Source: an optimization exercise on an open RTL-to-GDS flow (aim: small area, a short achievable clock period and few clock cycles per item). Production flows keep margins and buffers that such runs may drop. The RTL was checked by simulation tests, not by an equivalence proof against the original design.

==> flow/design.v <==
`default_nettype none
package piccolo_pkg;
  function automatic logic [3:0] sbox(input logic [3:0] x);
    logic t0, t1, t2, t3;
    t0 = x[0] ^ ~(x[2] | x[3]);
    t3 = x[3] ^ ~(x[1] | x[2]);
    t2 = x[2] ^ ~(t0 | x[1]);
    t1 = x[1] ^ ~(t0 | t3);
    sbox = {t0, t3, ~t2, t1};
  endfunction
  function automatic logic [3:0] mul2(input logic [3:0] a);
    mul2 = {a[2:0], 1'b0} ^ (a[3] ? 4'h3 : 4'h0);
  endfunction
  function automatic logic [3:0] mul3(input logic [3:0] a);
    mul3 = mul2(a) ^ a;
  endfunction
  function automatic logic [15:0] mix_m(input logic [15:0] a);
    logic [3:0] a0, a1, a2, a3, d0, d1, d2, d3;
    a0 = a[15:12]; a1 = a[11:8]; a2 = a[7:4]; a3 = a[3:0];
    d0 = a0 ^ a1; d1 = a1 ^ a2; d2 = a2 ^ a3; d3 = a3 ^ a0;
    mix_m = {mul2(d0) ^ (a1 ^ d2),
             mul2(d1) ^ (a2 ^ d3),
             mul2(d2) ^ (a3 ^ d0),
             mul2(d3) ^ (a0 ^ d1)};
  endfunction
  function automatic logic [15:0] f_func(input logic [15:0] v);
    logic [15:0] a, m;
    a = {sbox(v[15:12]), sbox(v[11:8]), sbox(v[7:4]), sbox(v[3:0])};
    m = mix_m(a);
    f_func = {sbox(m[15:12]), sbox(m[11:8]), sbox(m[7:4]), sbox(m[3:0])};
  endfunction
  function automatic logic [31:0] con128(input logic [4:0] c);
    con128 = {c, 5'd0, c, 2'b00, c, 5'd0, c} ^ 32'h6547a98b;
  endfunction
  localparam logic [31:0] KS_E1 = 32'h53ac53ac;
  localparam logic [31:0] KS_E0 = 32'hc53ac53a;
  localparam logic [31:0] KS_O1 = 32'hac6ac6ac;
  localparam logic [31:0] KS_O0 = 32'h6ac6ac6a;
  function automatic logic [3:0] ksel(input logic [4:0] c);
    ksel = {KS_E1[c], KS_E0[c], KS_O1[c], KS_O0[c]};
  endfunction
  function automatic logic [63:0] rp_inv(input logic [63:0] v);
    rp_inv = {v[15:8], v[39:32], v[63:56], v[23:16], v[47:40], v[7:0], v[31:24], v[55:48]};
  endfunction
  function automatic logic [63:0] rp(input logic [63:0] v);
    rp = {v[47:40], v[7:0], v[31:24], v[55:48], v[15:8], v[39:32], v[63:56], v[23:16]};
  endfunction
endpackage
`default_nettype wire
`default_nettype none
module piccolo_round
(
  input  logic [63:0] x,
  input  logic [15:0] rk0,
  input  logic [15:0] rk1,
  output logic [63:0] y
);
  assign y = {x[63:48], x[47:32] ^ piccolo_pkg::f_func(x[63:48]) ^ rk0,
              x[31:16], x[15:0]  ^ piccolo_pkg::f_func(x[31:16]) ^ rk1};
endmodule
`default_nettype wire
`default_nettype none
module piccolo128_dec
(
  input  logic         clk,
  input  logic         reset,
  input  logic         start,
  input  logic [127:0] keyin,
  input  logic [63:0]  ciphertext,
  output logic         busy,
  output logic         done,
  output logic [63:0]  plaintext
);
  logic [127:0] r_key;
  logic [63:0]  r_s;
  logic [4:0]   r_c;           
  logic [15:0]  w_kin [8];
  logic [15:0]  w_k   [8];
  logic [3:0]   w_ksel;
  logic [31:0]  w_con;
  logic [15:0]  w_rk0, w_rk1;
  logic [63:0]  w_rnd, w_wk;
  always_comb begin
    for (int j = 0; j < 8; j++) begin
      w_kin[j] = keyin[127-16*j -: 16];
      w_k[j]   = r_key[127-16*j -: 16];
    end
  end
  assign w_ksel = piccolo_pkg::ksel(r_c);
  assign w_con  = piccolo_pkg::con128(r_c);
  assign w_rk0  = w_k[{w_ksel[3:2], 1'b0}] ^ w_con[31:16];
  assign w_rk1  = w_k[{w_ksel[1:0], 1'b1}] ^ w_con[15:0];
  piccolo_round u_round (
    .x   (r_s),
    .rk0 (w_rk0),
    .rk1 (w_rk1),
    .y   (w_rnd)
  );
  assign w_wk = (r_c == 5'd1) ?
                {w_k[0][15:8], w_k[1][7:0], 16'h0, w_k[1][15:8], w_k[0][7:0], 16'h0} : 64'h0;
  assign plaintext = piccolo_pkg::rp(r_s);
  always_ff @(posedge clk) begin
    if (!busy) begin
      r_key <= keyin;
      r_s   <= ciphertext ^ {w_kin[4][15:8], w_kin[7][7:0], 16'h0,
                             w_kin[7][15:8], w_kin[4][7:0], 16'h0};
      r_c   <= 5'd31;
    end else begin
      r_s   <= piccolo_pkg::rp_inv(w_rnd ^ w_wk);
      r_c   <= r_c - 5'd1;
    end
  end
  always_ff @(posedge clk) begin
    if (reset) begin
      busy <= 1'b0;
      done <= 1'b0;
    end else begin
      done <= busy && (r_c == 5'd1);
      if (!busy) busy <= start && !done;
      else if (r_c == 5'd1) busy <= 1'b0;
    end
  end
endmodule
`default_nettype wire
==> flow/config.mk <==
export PLATFORM = sky130hd
export DESIGN_NAME = piccolo128_dec
export DESIGN_NICKNAME = piccolo128_dec
export VERILOG_FILES = /design/flow/design.v
export SDC_FILE = /design/flow/constraint.sdc
export NUM_CORES = 4
export LEC_CHECK = 0
export CAP_MARGIN = 20
export CORE_MARGIN = 2
export CORE_UTILIZATION = 40
export SETUP_SLACK_MARGIN = 3.25
export SLEW_MARGIN = 20
==> flow/constraint.sdc <==
create_clock -name core_clock -period 6.0 [get_ports {clk}]
set_input_delay 1.2000 -clock core_clock [delete_from_list [all_inputs] [get_ports {clk}]]
set_output_delay 1.2000 -clock core_clock [all_outputs]
set_load 0.01 [all_outputs]
standard.sh (not shown) runs the stock make flow with config.mk's settings and CLKGATE_MAP_FILE= SYNTH_SCRIPT=/design/flow/synth_recipe.tcl, a recipe that flattens the netlist after the stock synthesis.
==> flow/flow/run.sh <==
#!/bin/bash
# Standard ORFS layout, except that the port buffers are the smallest
# buffer cell instead of the delay buffer buffer_ports picks on its own.
set -euo pipefail
export BUFFER_PORTS_ARGS="-buffer_cell sky130_fd_sc_hd__buf_1"
bash standard.sh > standard_flow.log 2>&1
Testbench counts at the start, summed over its fixed seeds: cycles 8,440, blocks 256.
Next try:
--- a/flow/design.v
+++ b/flow/design.v
@@ -77,11 +77,11 @@
   logic [15:0]  w_kin [8];
   logic [15:0]  w_k   [8];
   logic [3:0]   w_ksel;
   logic [31:0]  w_con;
   logic [15:0]  w_rk0, w_rk1;
-  logic [63:0]  w_rnd, w_wk;
+  logic [63:0]  w_rnd;
   always_comb begin
     for (int j = 0; j < 8; j++) begin
       w_kin[j] = keyin[127-16*j -: 16];
       w_k[j]   = r_key[127-16*j -: 16];
     end
@@ -94,21 +94,20 @@
     .x   (r_s),
     .rk0 (w_rk0),
     .rk1 (w_rk1),
     .y   (w_rnd)
   );
-  assign w_wk = (r_c == 5'd1) ?
-                {w_k[0][15:8], w_k[1][7:0], 16'h0, w_k[1][15:8], w_k[0][7:0], 16'h0} : 64'h0;
-  assign plaintext = piccolo_pkg::rp(r_s);
+  assign plaintext = piccolo_pkg::rp(r_s) ^
+                     {w_k[0][15:8], w_k[1][7:0], 16'h0, w_k[1][15:8], w_k[0][7:0], 16'h0};
   always_ff @(posedge clk) begin
     if (!busy) begin
       r_key <= keyin;
       r_s   <= ciphertext ^ {w_kin[4][15:8], w_kin[7][7:0], 16'h0,
                              w_kin[7][15:8], w_kin[4][7:0], 16'h0};
       r_c   <= 5'd31;
     end else begin
-      r_s   <= piccolo_pkg::rp_inv(w_rnd ^ w_wk);
+      r_s   <= piccolo_pkg::rp_inv(w_rnd);
       r_c   <= r_c - 5'd1;
     end
   end
   always_ff @(posedge clk) begin
     if (reset) begin
Result:
- via count goes down by 6.2%
- setup slack got worse by 0.082 ns
- final area fell by 3.0%
- routed wire length goes down by 4.2%
- fmax drops by 3.0%
- core utilization came out lower by 1.4 points
- worst hold slack degrades by 0.020 ns
- global-route usage is lower by 1.0 points
Testbench counts after the change, summed over its fixed seeds: cycles 8,440, blocks 256.

[static timing again, ports no longer ideal]
No port has a modelled driver above. Below, the same layouts with a new extraction and two added sets of constraints.
Step 1 sets driving cells, clkbuf_16 on the clock port and buf_2 on the other inputs (assumed; they add their load-dependent delay and slew).
Step 2 also shifts input and output timing later by t, the mid clock arrival at the registers, as if the neighbouring blocks saw the same clock.
Slacks: ideal / step 1 / step 2; pairs: ideal / step 1.
| run | t (ns) | setup slack, ns | slew at the worst register clock pin (ns) |
|---|---|---|---|
| the first run | 0.486 | 3.328 / 3.328 / 3.328 | 0.08 / 0.08 |
| the second run | 0.486 | 3.245 / 3.245 / 3.245 | 0.08 / 0.08 |
After both steps setup and hold are still met in every run listed.
